From an optimization exercise on the open Yosys and OpenROAD flow, aimed at small area; shortcuts taken in it are not production practice. At most, simulation tests tie the RTL to the original design; equivalence was not proved.

==> flow/design.v <==
`timescale 1ns/100ps
package stat_bus_pkg;
   typedef struct packed {
      logic                    wr;
      logic                    rd;
      logic [8-1:0] addr;
      logic [32-1:0] wdata;
   } stat_req_t;
   typedef struct packed {
      logic                    ack;
      logic [8-1:0]  intr;
      logic [32-1:0] rdata;
   } stat_ack_t;
   localparam int STAT_REQ_W = 2 + 8 + 32;
   localparam int STAT_ACK_W = 1 + 8 + 32;
endpackage
`timescale 1ns/100ps
package stat_reg_pkg;
   typedef logic [8-1:0] reg_addr_t;
   localparam reg_addr_t REG_ID         = 'h00;
   localparam reg_addr_t REG_SCRATCH    = 'h04;
   localparam reg_addr_t REG_READY      = 'h08;
   localparam reg_addr_t REG_WR_COUNT   = 'h0C;
   localparam reg_addr_t REG_INT_STATUS = 'h10;
   localparam reg_addr_t REG_INT_SET    = 'h14;
   typedef logic [8-1:0]  int_bits_t;
   typedef logic [3-1:0] ready_bits_t;
endpackage
`timescale 1ns/100ps
`timescale 1ns/100ps
`timescale 1ns/100ps
`timescale 1ns/100ps
module ddr_stat_top (
   input  logic                        clk,
   input  logic                        pipe_rst_n,
   input  logic                        sh_ddr_stat_wr,
   input  logic                        sh_ddr_stat_rd,
   input  logic [8-1:0]     sh_ddr_stat_addr,
   input  logic [32-1:0]     sh_ddr_stat_wdata,
   input  stat_reg_pkg::ready_bits_t   sh_cl_ddr_is_ready,
   output logic                        ddr_sh_stat_ack,
   output logic [32-1:0]     ddr_sh_stat_rdata,
   output stat_reg_pkg::int_bits_t     ddr_sh_stat_int
);
   localparam int STAGES = 2 * 8 + 3;    
   localparam int LAST   = STAGES - 1;                   
   localparam int APPLY  = STAGES - 2;                   
   localparam int READY  = 8 + 1;        
   localparam logic [2:0] KIND_NONE = 3'b000;
   localparam logic [2:0] KIND_ACK0 = 3'b001;    
   localparam logic [2:0] KIND_ID   = 3'b010;
   localparam logic [2:0] KIND_BAD  = 3'b011;
   localparam logic [2:0] KIND_RDY  = 3'b100;
   localparam logic [2:0] KIND_SCR  = 3'b101;
   localparam logic [2:0] KIND_CNT  = 3'b110;
   localparam logic [2:0] KIND_INT  = 3'b111;
   logic                    big_q   [APPLY];
   logic                    which_q [APPLY];
   logic [32-1:0] data_q  [LAST];
   logic                    ack_q;
   logic                    sel_id_q, sel_bad_q, sel_rdy_q;
   logic                    sel_scr_q, sel_cnt_q, sel_int_q;
   logic [2:0]              rdy_q;
   logic [32-1:0] scratch_q;
   logic                    scratch_set_q;       
   logic [32-1:0] wr_count_q;
   stat_reg_pkg::int_bits_t int_status_q;
   logic                    is_id, is_scr, is_rdy, is_cnt, is_ist, is_iset;
   logic                    big_in;
   logic [2:0]              kind_in;
   logic [32-1:0] data_in;
   assign is_id   = sh_ddr_stat_addr == stat_reg_pkg::REG_ID;
   assign is_scr  = sh_ddr_stat_addr == stat_reg_pkg::REG_SCRATCH;
   assign is_rdy  = sh_ddr_stat_addr == stat_reg_pkg::REG_READY;
   assign is_cnt  = sh_ddr_stat_addr == stat_reg_pkg::REG_WR_COUNT;
   assign is_ist  = sh_ddr_stat_addr == stat_reg_pkg::REG_INT_STATUS;
   assign is_iset = sh_ddr_stat_addr == stat_reg_pkg::REG_INT_SET;
   always_comb
   begin
      big_in  = sh_ddr_stat_wr && (is_scr || is_cnt);
      kind_in = !sh_ddr_stat_wr && !sh_ddr_stat_rd ? KIND_NONE :
                sh_ddr_stat_wr ? KIND_ACK0 :
                is_scr  ? KIND_SCR :
                is_cnt  ? KIND_CNT :
                is_ist  ? KIND_INT :
                is_id   ? KIND_ID  :
                is_rdy  ? KIND_RDY :
                is_iset ? KIND_ACK0 : KIND_BAD;
      data_in = sh_ddr_stat_wdata;
      if (!big_in)
      begin
         data_in[31:29] = kind_in;
         data_in[13]    = !sh_ddr_stat_wr;
         data_in[9:8]   = {is_ist, is_iset};
      end
   end
   logic [4:0] since_rst_q;
   always_ff @(posedge clk)
   begin
      if (!pipe_rst_n)
         since_rst_q <= '0;
      else if (since_rst_q != 5'(APPLY))
         since_rst_q <= since_rst_q + 5'd1;
   end
   always_ff @(posedge clk)
   begin
      big_q[0]   <= big_in;
      which_q[0] <= is_cnt;
      data_q[0]  <= data_in;
      for (int i = 1; i < APPLY; i++)
      begin
         big_q[i]   <= big_q[i-1];
         which_q[i] <= which_q[i-1];
      end
      for (int i = 1; i < LAST; i++)
         data_q[i] <= data_q[i-1];
      if (!big_q[READY-1])
         data_q[READY][12:10] <= sh_cl_ddr_is_ready;
      ack_q     <= last_in != KIND_NONE;
      sel_id_q  <= last_in == KIND_ID;
      sel_bad_q <= last_in == KIND_BAD;
      sel_rdy_q <= last_in == KIND_RDY;
      sel_scr_q <= last_in == KIND_SCR;
      sel_cnt_q <= last_in == KIND_CNT;
      sel_int_q <= last_in == KIND_INT;
      rdy_q     <= data_q[LAST-1][12:10];
   end
   logic                    ok_in;               
   logic                    nw_in;               
   logic                    a_scr_q;             
   logic                    a_cnt_q;             
   logic                    a_keep_q;            
   logic                    a_inc_q;             
   logic [32-1:0] data_a;
   assign ok_in = pipe_rst_n && since_rst_q == 5'(APPLY);
   assign nw_in = !big_q[APPLY-1] && data_q[APPLY-1][31:29] == KIND_ACK0 &&
                  !data_q[APPLY-1][13];
   always_ff @(posedge clk)
   begin
      a_scr_q  <= ok_in && big_q[APPLY-1] && !which_q[APPLY-1];
      a_cnt_q  <= ok_in && big_q[APPLY-1] && which_q[APPLY-1];
      a_keep_q <= ok_in && !(big_q[APPLY-1] && which_q[APPLY-1]);
      a_inc_q  <= ok_in && (big_q[APPLY-1] ? !which_q[APPLY-1] : nw_in);
   end
   assign data_a = data_q[APPLY];
   logic a_nw, a_clr, a_set;
   assign a_nw  = a_inc_q && !a_scr_q;
   assign a_clr = a_nw && data_a[9];
   assign a_set = a_nw && data_a[8];
   logic [2:0] last_in;
   assign last_in = !pipe_rst_n || !(a_keep_q || a_cnt_q) ? KIND_NONE :
                    a_scr_q || a_cnt_q ? KIND_ACK0 : data_a[31:29];
   localparam int SEG  = 8;
   localparam int NSEG = 32 / SEG;
   logic                    cnt_inc;
   logic [NSEG-1:0]         seg_ones;            
   logic [32-1:0] cnt_carry;
   logic [32-1:0] wr_count_inc;
   assign cnt_inc = a_inc_q;
   for (genvar j = 0; j < NSEG; j++)
   begin : g_seg_ones
      assign seg_ones[j] = &wr_count_q[j*SEG +: SEG];
   end
   always_comb
   begin
      for (int i = 0; i < 32; i++)
      begin
         if (i % SEG == 0)
         begin
            cnt_carry[i] = cnt_inc;
            for (int j = 0; j < i / SEG; j++)
               cnt_carry[i] = cnt_carry[i] && seg_ones[j];
         end
         else
            cnt_carry[i] = cnt_carry[i-1] && wr_count_q[i-1];
         wr_count_inc[i] = wr_count_q[i] ^ cnt_carry[i];
      end
   end
   always_ff @(posedge clk)
   begin
      if (a_scr_q)
         scratch_q <= data_a;
   end
   always_ff @(posedge clk)
   begin
      scratch_set_q <= a_scr_q || ((a_keep_q || a_cnt_q) && scratch_set_q);
      wr_count_q    <= ({32{a_cnt_q}} & data_a) |
                       ({32{a_keep_q}} & wr_count_inc);
   end
   always_ff @(posedge clk)
   begin
      if (!pipe_rst_n)
         int_status_q <= '0;
      else
         int_status_q <= (int_status_q & ~({8{a_clr}} & data_a[7:0])) |
                         ({8{a_set}} & data_a[7:0]);
   end
   always_comb
   begin
      ddr_sh_stat_rdata = '0;
      if (sel_id_q)
         ddr_sh_stat_rdata = ddr_sh_stat_rdata | 32'h5d1a_0a01;
      if (sel_bad_q)
         ddr_sh_stat_rdata = ddr_sh_stat_rdata | 32'hdead_da7a;
      if (sel_rdy_q)
         ddr_sh_stat_rdata[3-1:0] = ddr_sh_stat_rdata[3-1:0] | rdy_q;
      if (sel_scr_q && scratch_set_q)
         ddr_sh_stat_rdata = ddr_sh_stat_rdata | scratch_q;
      if (sel_cnt_q)
         ddr_sh_stat_rdata = ddr_sh_stat_rdata | wr_count_q;
      if (sel_int_q)
         ddr_sh_stat_rdata[8-1:0] = ddr_sh_stat_rdata[8-1:0] | int_status_q;
   end
   assign ddr_sh_stat_ack = ack_q;
   assign ddr_sh_stat_int = int_status_q;
endmodule
==> flow/config.mk <==
export PLATFORM = sky130hd
export DESIGN_NAME = ddr_stat_top
export DESIGN_NICKNAME = ddr_stat_top
export VERILOG_FILES = /design/flow/design.v
export SDC_FILE = /design/flow/constraint.sdc
export NUM_CORES = 4
export LEC_CHECK = 0
export CAP_MARGIN = 20
export CORE_MARGIN = 2
export CORE_UTILIZATION = 65
export PLACE_DENSITY = 0.8
export SLEW_MARGIN = 20
==> flow/constraint.sdc <==
create_clock -name core_clock -period 4.0 [get_ports {clk}]
set_input_delay 0.8000 -clock core_clock [delete_from_list [all_inputs] [get_ports {clk}]]
set_output_delay 0.8000 -clock core_clock [all_outputs]
set_load 0.01 [all_outputs]
standard.sh (not shown) runs the stock make flow with config.mk's settings and CLKGATE_MAP_FILE= SYNTH_SCRIPT=/design/flow/synth_recipe.tcl, a recipe that flattens the netlist after the stock synthesis.
==> flow/flow/run.sh <==
#!/bin/bash
# The standard layout (standard.sh, the standard flow's own ORFS run) with two changes to
# how it is built: the port buffers are the smallest buffer instead of the
# one buffer_ports picks, and clock tree synthesis uses its own buffer list and
# clustering and inserts no dummy loads. Every tool's output is in flow.log and
# in ORFS's own logs under orfs/logs.
set -euo pipefail
bash standard.sh \
  BUFFER_PORTS_ARGS="-buffer_cell sky130_fd_sc_hd__buf_1" \
  CTS_ARGS="-sink_clustering_enable -repair_clock_nets -dont_use_dummy_load -buf_list sky130_fd_sc_hd__clkbuf_4 -sink_clustering_size 12 -sink_clustering_max_diameter 40" \
  finish > flow.log 2>&1
The first run passed the timing, design-rule and antenna checks.
Change:
--- a/flow/design.v
+++ b/flow/design.v
@@ -91,19 +91,29 @@
       begin
          data_in[31:29] = kind_in;
          data_in[13]    = !sh_ddr_stat_wr;
          data_in[9:8]   = {is_ist, is_iset};
       end
    end
-   logic [4:0] since_rst_q;
+   localparam logic [4:0] LFSR_START = 5'b00001;
+   localparam logic [4:0] LFSR_DONE  = 5'b11000;
+   logic [4:0] rst_lfsr_q;
+   logic       rst_done_q;                       
    always_ff @(posedge clk)
    begin
       if (!pipe_rst_n)
-         since_rst_q <= '0;
-      else if (since_rst_q != 5'(APPLY))
-         since_rst_q <= since_rst_q + 5'd1;
+      begin
+         rst_lfsr_q <= LFSR_START;
+         rst_done_q <= 1'b0;
+      end
+      else
+      begin
+         rst_lfsr_q <= {rst_lfsr_q[3:0], rst_lfsr_q[4] ^ rst_lfsr_q[2]};
+         if (rst_lfsr_q == LFSR_DONE)
+            rst_done_q <= 1'b1;
+      end
    end
    always_ff @(posedge clk)
    begin
       big_q[0]   <= big_in;
       which_q[0] <= is_cnt;
       data_q[0]  <= data_in;
@@ -129,13 +139,13 @@
    logic                    nw_in;               
    logic                    a_scr_q;             
    logic                    a_cnt_q;             
    logic                    a_keep_q;            
    logic                    a_inc_q;             
    logic [32-1:0] data_a;
-   assign ok_in = pipe_rst_n && since_rst_q == 5'(APPLY);
+   assign ok_in = pipe_rst_n && rst_done_q;
    assign nw_in = !big_q[APPLY-1] && data_q[APPLY-1][31:29] == KIND_ACK0 &&
                   !data_q[APPLY-1][13];
    always_ff @(posedge clk)
    begin
       a_scr_q  <= ok_in && big_q[APPLY-1] && !which_q[APPLY-1];
       a_cnt_q  <= ok_in && big_q[APPLY-1] && which_q[APPLY-1];
Effect:
- The new run finished clean
- clock skew climbs by 5.9 ps
- die area drops slightly
- utilization drops by 0.16 points
- via count drops slightly
- synthesized cell count drops slightly
- global-route usage drops by 0.16 points
- worst setup slack gets better by 94 ps
No functional check of the RTL was part of the first run of this note.

## afterwards: timing with drivers on the ports
The flow's constraints put no driver on any port. The routed layouts listed below were extracted and timed again, unchanged, in two steps.
Step 1, drivers: a clkbuf_16 drives clk and a buf_2 each remaining input, both assumed.
Step 2 times the ports against the registers' clock, not the clock port: input delays grow and output delays shrink by t, the midpoint of the rising clock arrivals with the driver on.
a / b / c = no drivers / after step 1 / after step 2; a / b = the first two.
run | t, ns | setup slack, ns | pins driven straight from the clock port
the first run | 0.667 | 1.054 / 1.014 / 1.228 | 1
the second run | 0.673 | 1.149 / 1.126 / 1.149 | 1
After both steps every run listed still meets setup and hold.
